Background: an optimization exercise with open tools, aiming at small area, a short achievable clock period and few clock cycles per item. Do not read the settings as production practice.
Function was checked by simulation only, so behaviour that the tests miss may differ from the original.

==> inputs of try-umber <==
## rational_arith_gcd_reduce_top
module rational_arith_gcd_reduce_top (
  input  logic               clk,
  input  logic               rst,
  input  logic               operands_valid,
  output logic               operands_ready,
  input  logic [1:0]         operands_command,
  input  logic signed [15:0] operands_left_num,
  input  logic        [14:0] operands_left_den,
  input  logic signed [15:0] operands_right_num,
  input  logic        [14:0] operands_right_den,
  output logic               result_valid,
  input  logic               result_ready,
  output logic signed [31:0] result_result_num,
  output logic        [30:0] result_result_den,
  output logic               result_status
);
clock: 9.0 ns
lec_check: 0
cap_margin: 20
core_margin: 2
core_utilization: 55
place_density: 0.65
setup_slack_margin: 5
slew_margin: 20
run.sh (not shown) runs the stock make flow with config.mk's settings and CLKGATE_MAP_FILE= SYNTH_SCRIPT=/design/flow/synth_recipe.tcl, a recipe that flattens the netlist after the stock synthesis.
==> try-violet: changes against try-umber <==
--- a/flow/design.v
+++ b/flow/design.v
@@ -1323,15 +1323,15 @@
   state_t state_n;
   logic   pending;     
   logic   pending_n;
   logic   p1;          
   logic   p1_n;
   logic [1:0]  cmd;
+  logic [14:0] cm;
   logic [14:0] bd;
-  logic [14:0] mo;
-  logic        mos;
+  logic [14:0] dd;
   logic        an;
   logic        cn;
   logic fl_md;    
   logic fl_an;    
   logic fl_s2;    
   logic [30:0]        u;
@@ -1378,22 +1378,27 @@
   logic st_vstrip;
   logic st_sub;
   assign st_both_even = !u[0] && !v[0];
   assign st_swap      = !u[0] && v[0];
   assign st_vstrip    = u[0] && !v[0];
   assign st_sub       = u[0] && v[0];
-  logic [1:0] ks;   
+  logic [2:0] kv;   
+  logic [2:0] kb;   
   always_comb begin
     if (st_sub) begin
-      ks = 2'(tz(s1[K-1:0]) - 3'd1);
+      kv = tz(s1[K-1:0]);
+      kb = kv;
     end else if (st_vstrip) begin
-      ks = 2'(tz(v[K-1:0]) - 3'd1);
-    end else if (st_swap) begin
-      ks = 2'(tz(u[K-1:0]) - 3'd1);
+      kv = tz(v[K-1:0]);
+      kb = kv;
+    end else if (st_both_even) begin
+      kv = 3'd1;
+      kb = 3'd0;
     end else begin
-      ks = 2'd0;
+      kv = 3'd0;
+      kb = 3'd0;
     end
   end
   logic [30:0]        vsrc;
   logic signed [31:0] bsrc0;
   logic [29:0]        bsrc1;
   logic [30:0]        v_step;
@@ -1415,15 +1420,15 @@
       vsrc  = v;
       bsrc0 = b0;
       bsrc1 = b1;
       u_step = st_both_even ? (u >> 1) : u;
     end
   end
-  assign v_step  = (vsrc >> 1) >> ks;
-  assign b0_step = (bsrc0 <<< 1) <<< ks;
-  assign b1_step = (bsrc1 << 1) << ks;
+  assign v_step  = vsrc >> kv;
+  assign b0_step = bsrc0 <<< kb;
+  assign b1_step = bsrc1 << kb;
   logic gcd_done;
   assign gcd_done = uv_eq;
   logic den_zero;
   logic n_zero;
   logic early;
   assign den_zero = ((ps ^ pc) == 31'((ps | pc) << 1));
@@ -1557,33 +1562,28 @@
   end
   always_ff @(posedge clk) begin
     if (take) begin
       cmd <= operands_command;
       mx  <= operands_left_num[14:0] ^ {15{operands_left_num[15]}};
       mxs <= operands_left_num[15];
-      if (operands_command == 2'd2) begin
-        my  <= operands_right_num[14:0] ^ {15{operands_right_num[15]}};
-        mys <= operands_right_num[15];
-        mo  <= operands_right_den;
-        mos <= 1'b0;
-      end else begin
-        my  <= operands_right_den;
-        mys <= 1'b0;
-        mo  <= operands_right_num[14:0] ^ {15{operands_right_num[15]}};
-        mos <= operands_right_num[15];
-      end
+      cm  <= operands_right_num[14:0] ^ {15{operands_right_num[15]}};
+      my  <= (operands_command != 2'd2) ? operands_right_den :
+             operands_right_num[14:0] ^ {15{operands_right_num[15]}};
+      mys <= (operands_command == 2'd2) && operands_right_num[15];
       an  <= operands_left_num[15];
       cn  <= operands_right_num[15];
       bd  <= operands_left_den;
-    end else if ((iss2_n && !(in_m1 || (in_out && pending && p1))) || iss3_n) begin
+      dd  <= operands_right_den;
+    end else if (iss2_n) begin
       mx  <= bd;
       mxs <= 1'b0;
-      my  <= mo;
-      mys <= mos;
-      mo  <= my;
-      mos <= mys;
+      my  <= (cmd == 2'd2) ? dd : cm;
+      mys <= (cmd != 2'd2) && cn;
+    end else if (iss3_n) begin
+      my  <= dd;
+      mys <= 1'b0;
     end
     if (!(in_out && pending && p1 && !result_ready)) begin
       ps <= csa_s;
       pc <= csa_c;
     end
     if (first_in) begin
@@ -1618,18 +1618,16 @@
     end
     if (in_gcd) begin
       if (uv_eq) begin
         a0 <= ab0;
         a1 <= ab1;
       end else begin
-        u <= u_step;
-        v <= v_step;
-        if (!st_both_even) begin
-          b0 <= b0_step;
-          b1 <= b1_step;
-        end
+        u  <= u_step;
+        v  <= v_step;
+        b0 <= b0_step;
+        b1 <= b1_step;
         if (st_sub) begin
           a0 <= ab0;
           a1 <= ab1;
         end else if (st_swap) begin
           a0 <= b0;
           a1 <= b1;
==> qor.csv <==
stage,metric,value,unit
status,status,timing/DRC/antenna clean,
drt,Via density,6.43,
die,Chip Height,253,um
drt,DR vias,31000,
worst_setup_path,worst r2r dst,ps[16],
cells_and_area,Nets,4456,
worst_setup_path,Worst Path Required,9.32,ns
timing,worst hold slack,0.526,ns
yosys,"Primary FF master, synth",edfxtp_1,
timing,worst setup margin,4.88,ns
yosys,top post-synthesis cells by area,"edfxtp_1 (16%), fa_1 (13%), dfxtp_1 (9.7%), mux2i_1 (7.0%), ha_1 (6.6%)",
yosys,Compound-Gate Fraction of Synth Area,19.2,%
yosys,post-synthesis sequential area ratio,25.3,%
yosys,Mean Syn Cell Area,8.82,um2
cells_and_area,multi-input combinational area share,61.0,%
-- figures above: try-violet

==> qor.csv <==
stage,metric,value,unit
yosys,Compound-Gate Fraction of Synth Area,20.5,%
placement,Buffers on Ports,132,
drt,Via density,6.34,
timing,worst setup margin,4.91,ns
status,status,timing/DRC/antenna clean,
timing,worst hold slack,0.471,ns
yosys,Mean Syn Cell Area,8.49,um2
cells_and_area,Nets,4358,
worst_setup_path,worst r2r dst,ps[14],
worst_setup_path,Worst Path Required,9.30,ns
-- figures above: try-umber

Testbench counts of try-umber, summed over its fixed seeds: cycles 38,964, items 2,400.
Testbench counts of try-violet, summed over its fixed seeds: cycles 39,685, items 2,400.

==> job 3720: inputs <==
rational_arith_gcd_reduce_top again, from the RTL that the note above started with.
Settings: LEC_CHECK=0, CAP_MARGIN=20, CORE_MARGIN=2, CORE_UTILIZATION=55, PLACE_DENSITY=0.65, SETUP_SLACK_MARGIN=5, SLEW_MARGIN=20, TNS_END_PERCENT=30; clock period 9.0 ns.
==> inputs of job 9318, as changes to job 3720 <==
--- a/flow/design.v
+++ b/flow/design.v
@@ -1323,15 +1323,15 @@
   state_t state_n;
   logic   pending;     
   logic   pending_n;
   logic   p1;          
   logic   p1_n;
   logic [1:0]  cmd;
+  logic [14:0] cm;
   logic [14:0] bd;
-  logic [14:0] mo;
-  logic        mos;
+  logic [14:0] dd;
   logic        an;
   logic        cn;
   logic fl_md;    
   logic fl_an;    
   logic fl_s2;    
   logic [30:0]        u;
@@ -1378,22 +1378,27 @@
   logic st_vstrip;
   logic st_sub;
   assign st_both_even = !u[0] && !v[0];
   assign st_swap      = !u[0] && v[0];
   assign st_vstrip    = u[0] && !v[0];
   assign st_sub       = u[0] && v[0];
-  logic [1:0] ks;   
+  logic [2:0] kv;   
+  logic [2:0] kb;   
   always_comb begin
     if (st_sub) begin
-      ks = 2'(tz(s1[K-1:0]) - 3'd1);
+      kv = tz(s1[K-1:0]);
+      kb = kv;
     end else if (st_vstrip) begin
-      ks = 2'(tz(v[K-1:0]) - 3'd1);
-    end else if (st_swap) begin
-      ks = 2'(tz(u[K-1:0]) - 3'd1);
+      kv = tz(v[K-1:0]);
+      kb = kv;
+    end else if (st_both_even) begin
+      kv = 3'd1;
+      kb = 3'd0;
     end else begin
-      ks = 2'd0;
+      kv = 3'd0;
+      kb = 3'd0;
     end
   end
   logic [30:0]        vsrc;
   logic signed [31:0] bsrc0;
   logic [29:0]        bsrc1;
   logic [30:0]        v_step;
@@ -1415,15 +1420,15 @@
       vsrc  = v;
       bsrc0 = b0;
       bsrc1 = b1;
       u_step = st_both_even ? (u >> 1) : u;
     end
   end
-  assign v_step  = (vsrc >> 1) >> ks;
-  assign b0_step = (bsrc0 <<< 1) <<< ks;
-  assign b1_step = (bsrc1 << 1) << ks;
+  assign v_step  = vsrc >> kv;
+  assign b0_step = bsrc0 <<< kb;
+  assign b1_step = bsrc1 << kb;
   logic gcd_done;
   assign gcd_done = uv_eq;
   logic den_zero;
   logic n_zero;
   logic early;
   assign den_zero = ((ps ^ pc) == 31'((ps | pc) << 1));
@@ -1557,33 +1562,28 @@
   end
   always_ff @(posedge clk) begin
     if (take) begin
       cmd <= operands_command;
       mx  <= operands_left_num[14:0] ^ {15{operands_left_num[15]}};
       mxs <= operands_left_num[15];
-      if (operands_command == 2'd2) begin
-        my  <= operands_right_num[14:0] ^ {15{operands_right_num[15]}};
-        mys <= operands_right_num[15];
-        mo  <= operands_right_den;
-        mos <= 1'b0;
-      end else begin
-        my  <= operands_right_den;
-        mys <= 1'b0;
-        mo  <= operands_right_num[14:0] ^ {15{operands_right_num[15]}};
-        mos <= operands_right_num[15];
-      end
+      cm  <= operands_right_num[14:0] ^ {15{operands_right_num[15]}};
+      my  <= (operands_command != 2'd2) ? operands_right_den :
+             operands_right_num[14:0] ^ {15{operands_right_num[15]}};
+      mys <= (operands_command == 2'd2) && operands_right_num[15];
       an  <= operands_left_num[15];
       cn  <= operands_right_num[15];
       bd  <= operands_left_den;
-    end else if ((iss2_n && !(in_m1 || (in_out && pending && p1))) || iss3_n) begin
+      dd  <= operands_right_den;
+    end else if (iss2_n) begin
       mx  <= bd;
       mxs <= 1'b0;
-      my  <= mo;
-      mys <= mos;
-      mo  <= my;
-      mos <= mys;
+      my  <= (cmd == 2'd2) ? dd : cm;
+      mys <= (cmd != 2'd2) && cn;
+    end else if (iss3_n) begin
+      my  <= dd;
+      mys <= 1'b0;
     end
     if (!(in_out && pending && p1 && !result_ready)) begin
       ps <= csa_s;
       pc <= csa_c;
     end
     if (first_in) begin
@@ -1618,18 +1618,16 @@
     end
     if (in_gcd) begin
       if (uv_eq) begin
         a0 <= ab0;
         a1 <= ab1;
       end else begin
-        u <= u_step;
-        v <= v_step;
-        if (!st_both_even) begin
-          b0 <= b0_step;
-          b1 <= b1_step;
-        end
+        u  <= u_step;
+        v  <= v_step;
+        b0 <= b0_step;
+        b1 <= b1_step;
         if (st_sub) begin
           a0 <= ab0;
           a1 <= ab1;
         end else if (st_swap) begin
           a0 <= b0;
           a1 <= b1;
==> flow/config.mk (replaced) <==
export PLATFORM = sky130hd
export DESIGN_NAME = rational_arith_gcd_reduce_top
export DESIGN_NICKNAME = rational_arith_gcd_reduce_top
export VERILOG_FILES = /design/flow/design.v
export SDC_FILE = /design/flow/constraint.sdc
export NUM_CORES = 4
export LEC_CHECK = 0
export CAP_MARGIN = 20
export CORE_MARGIN = 2
export CORE_UTILIZATION = 70
export PLACE_DENSITY = 0.8
export SETUP_SLACK_MARGIN = 5
export SLEW_MARGIN = 20
==> inputs of job 4234, as changes to job 3720 <==
--- a/flow/design.v
+++ b/flow/design.v
@@ -1323,15 +1323,15 @@
   state_t state_n;
   logic   pending;     
   logic   pending_n;
   logic   p1;          
   logic   p1_n;
   logic [1:0]  cmd;
+  logic [14:0] cm;
   logic [14:0] bd;
-  logic [14:0] mo;
-  logic        mos;
+  logic [14:0] dd;
   logic        an;
   logic        cn;
   logic fl_md;    
   logic fl_an;    
   logic fl_s2;    
   logic [30:0]        u;
@@ -1378,22 +1378,27 @@
   logic st_vstrip;
   logic st_sub;
   assign st_both_even = !u[0] && !v[0];
   assign st_swap      = !u[0] && v[0];
   assign st_vstrip    = u[0] && !v[0];
   assign st_sub       = u[0] && v[0];
-  logic [1:0] ks;   
+  logic [2:0] kv;   
+  logic [2:0] kb;   
   always_comb begin
     if (st_sub) begin
-      ks = 2'(tz(s1[K-1:0]) - 3'd1);
+      kv = tz(s1[K-1:0]);
+      kb = kv;
     end else if (st_vstrip) begin
-      ks = 2'(tz(v[K-1:0]) - 3'd1);
-    end else if (st_swap) begin
-      ks = 2'(tz(u[K-1:0]) - 3'd1);
+      kv = tz(v[K-1:0]);
+      kb = kv;
+    end else if (st_both_even) begin
+      kv = 3'd1;
+      kb = 3'd0;
     end else begin
-      ks = 2'd0;
+      kv = 3'd0;
+      kb = 3'd0;
     end
   end
   logic [30:0]        vsrc;
   logic signed [31:0] bsrc0;
   logic [29:0]        bsrc1;
   logic [30:0]        v_step;
@@ -1415,15 +1420,15 @@
       vsrc  = v;
       bsrc0 = b0;
       bsrc1 = b1;
       u_step = st_both_even ? (u >> 1) : u;
     end
   end
-  assign v_step  = (vsrc >> 1) >> ks;
-  assign b0_step = (bsrc0 <<< 1) <<< ks;
-  assign b1_step = (bsrc1 << 1) << ks;
+  assign v_step  = vsrc >> kv;
+  assign b0_step = bsrc0 <<< kb;
+  assign b1_step = bsrc1 << kb;
   logic gcd_done;
   assign gcd_done = uv_eq;
   logic den_zero;
   logic n_zero;
   logic early;
   assign den_zero = ((ps ^ pc) == 31'((ps | pc) << 1));
@@ -1557,33 +1562,28 @@
   end
   always_ff @(posedge clk) begin
     if (take) begin
       cmd <= operands_command;
       mx  <= operands_left_num[14:0] ^ {15{operands_left_num[15]}};
       mxs <= operands_left_num[15];
-      if (operands_command == 2'd2) begin
-        my  <= operands_right_num[14:0] ^ {15{operands_right_num[15]}};
-        mys <= operands_right_num[15];
-        mo  <= operands_right_den;
-        mos <= 1'b0;
-      end else begin
-        my  <= operands_right_den;
-        mys <= 1'b0;
-        mo  <= operands_right_num[14:0] ^ {15{operands_right_num[15]}};
-        mos <= operands_right_num[15];
-      end
+      cm  <= operands_right_num[14:0] ^ {15{operands_right_num[15]}};
+      my  <= (operands_command != 2'd2) ? operands_right_den :
+             operands_right_num[14:0] ^ {15{operands_right_num[15]}};
+      mys <= (operands_command == 2'd2) && operands_right_num[15];
       an  <= operands_left_num[15];
       cn  <= operands_right_num[15];
       bd  <= operands_left_den;
-    end else if ((iss2_n && !(in_m1 || (in_out && pending && p1))) || iss3_n) begin
+      dd  <= operands_right_den;
+    end else if (iss2_n) begin
       mx  <= bd;
       mxs <= 1'b0;
-      my  <= mo;
-      mys <= mos;
-      mo  <= my;
-      mos <= mys;
+      my  <= (cmd == 2'd2) ? dd : cm;
+      mys <= (cmd != 2'd2) && cn;
+    end else if (iss3_n) begin
+      my  <= dd;
+      mys <= 1'b0;
     end
     if (!(in_out && pending && p1 && !result_ready)) begin
       ps <= csa_s;
       pc <= csa_c;
     end
     if (first_in) begin
@@ -1618,18 +1618,16 @@
     end
     if (in_gcd) begin
       if (uv_eq) begin
         a0 <= ab0;
         a1 <= ab1;
       end else begin
-        u <= u_step;
-        v <= v_step;
-        if (!st_both_even) begin
-          b0 <= b0_step;
-          b1 <= b1_step;
-        end
+        u  <= u_step;
+        v  <= v_step;
+        b0 <= b0_step;
+        b1 <= b1_step;
         if (st_sub) begin
           a0 <= ab0;
           a1 <= ab1;
         end else if (st_swap) begin
           a0 <= b0;
           a1 <= b1;
--- a/flow/config.mk
+++ b/flow/config.mk
@@ -6,9 +6,8 @@
 export NUM_CORES = 4
 export LEC_CHECK = 0
 export CAP_MARGIN = 20
 export CORE_MARGIN = 2
 export CORE_UTILIZATION = 55
 export PLACE_DENSITY = 0.65
-export SETUP_SLACK_MARGIN = 5
+export SETUP_SLACK_MARGIN = 3.5
 export SLEW_MARGIN = 20
-export TNS_END_PERCENT = 30
==> notes <==
- In job 4234 the cell count is lower than in job 3720, by 0.36%.
- Job 9318 failed in global routing. Job 3720 completed without violations. Job 4234 finished clean.
- Against job 3720, the via count of job 4234 is lower by 0.43%.
- Hold slack: job 3720 is lower than job 4234 (47 ps).
- Clock-buffer cell count is the same in job 3720 and job 4234.
Testbench counts of job 3720, summed over its fixed seeds: cycles 38,964, items 2,400.
Testbench counts of job 9318, summed over its fixed seeds: cycles 39,685, items 2,400.
Testbench counts of job 4234, summed over its fixed seeds: cycles 39,685, items 2,400.

==> port drivers added, routing unchanged <==
How much do the figures lean on ideal ports? The routed layouts below were timed once more, with nothing changed but the port constraints. Step 1, drivers: a clkbuf_16 drives clk and a buf_2 each remaining input, both assumed. Step 2 also shifts input and output timing later by t, the mid clock arrival at the registers, as if the neighbouring blocks saw the same clock. a / b / c = no drivers / after step 1 / after step 2; a / b = the first two.
run | t (ns) | setup slack, ns | slew at the worst register clock pin (ns) | worst slew at a driven data input, ns
try-umber | 0.637 | 4.913 / 4.913 / 4.593 | 0.06 / 0.06 | 0.05
try-violet | 0.649 | 4.878 / 4.878 / 4.510 | 0.07 / 0.07 | 0.04
job 3720 | 0.635 | 4.843 / 4.843 / 4.698 | 0.06 / 0.06 | 0.05
job 4234 | 0.649 | 3.792 / 3.792 / 3.792 | 0.06 / 0.06 | 0.04
After both steps every run listed still meets setup and hold. The setup slack of try-violet, which loses most, moves by 0.000 ns with the drivers and by -0.368 ns with both steps.
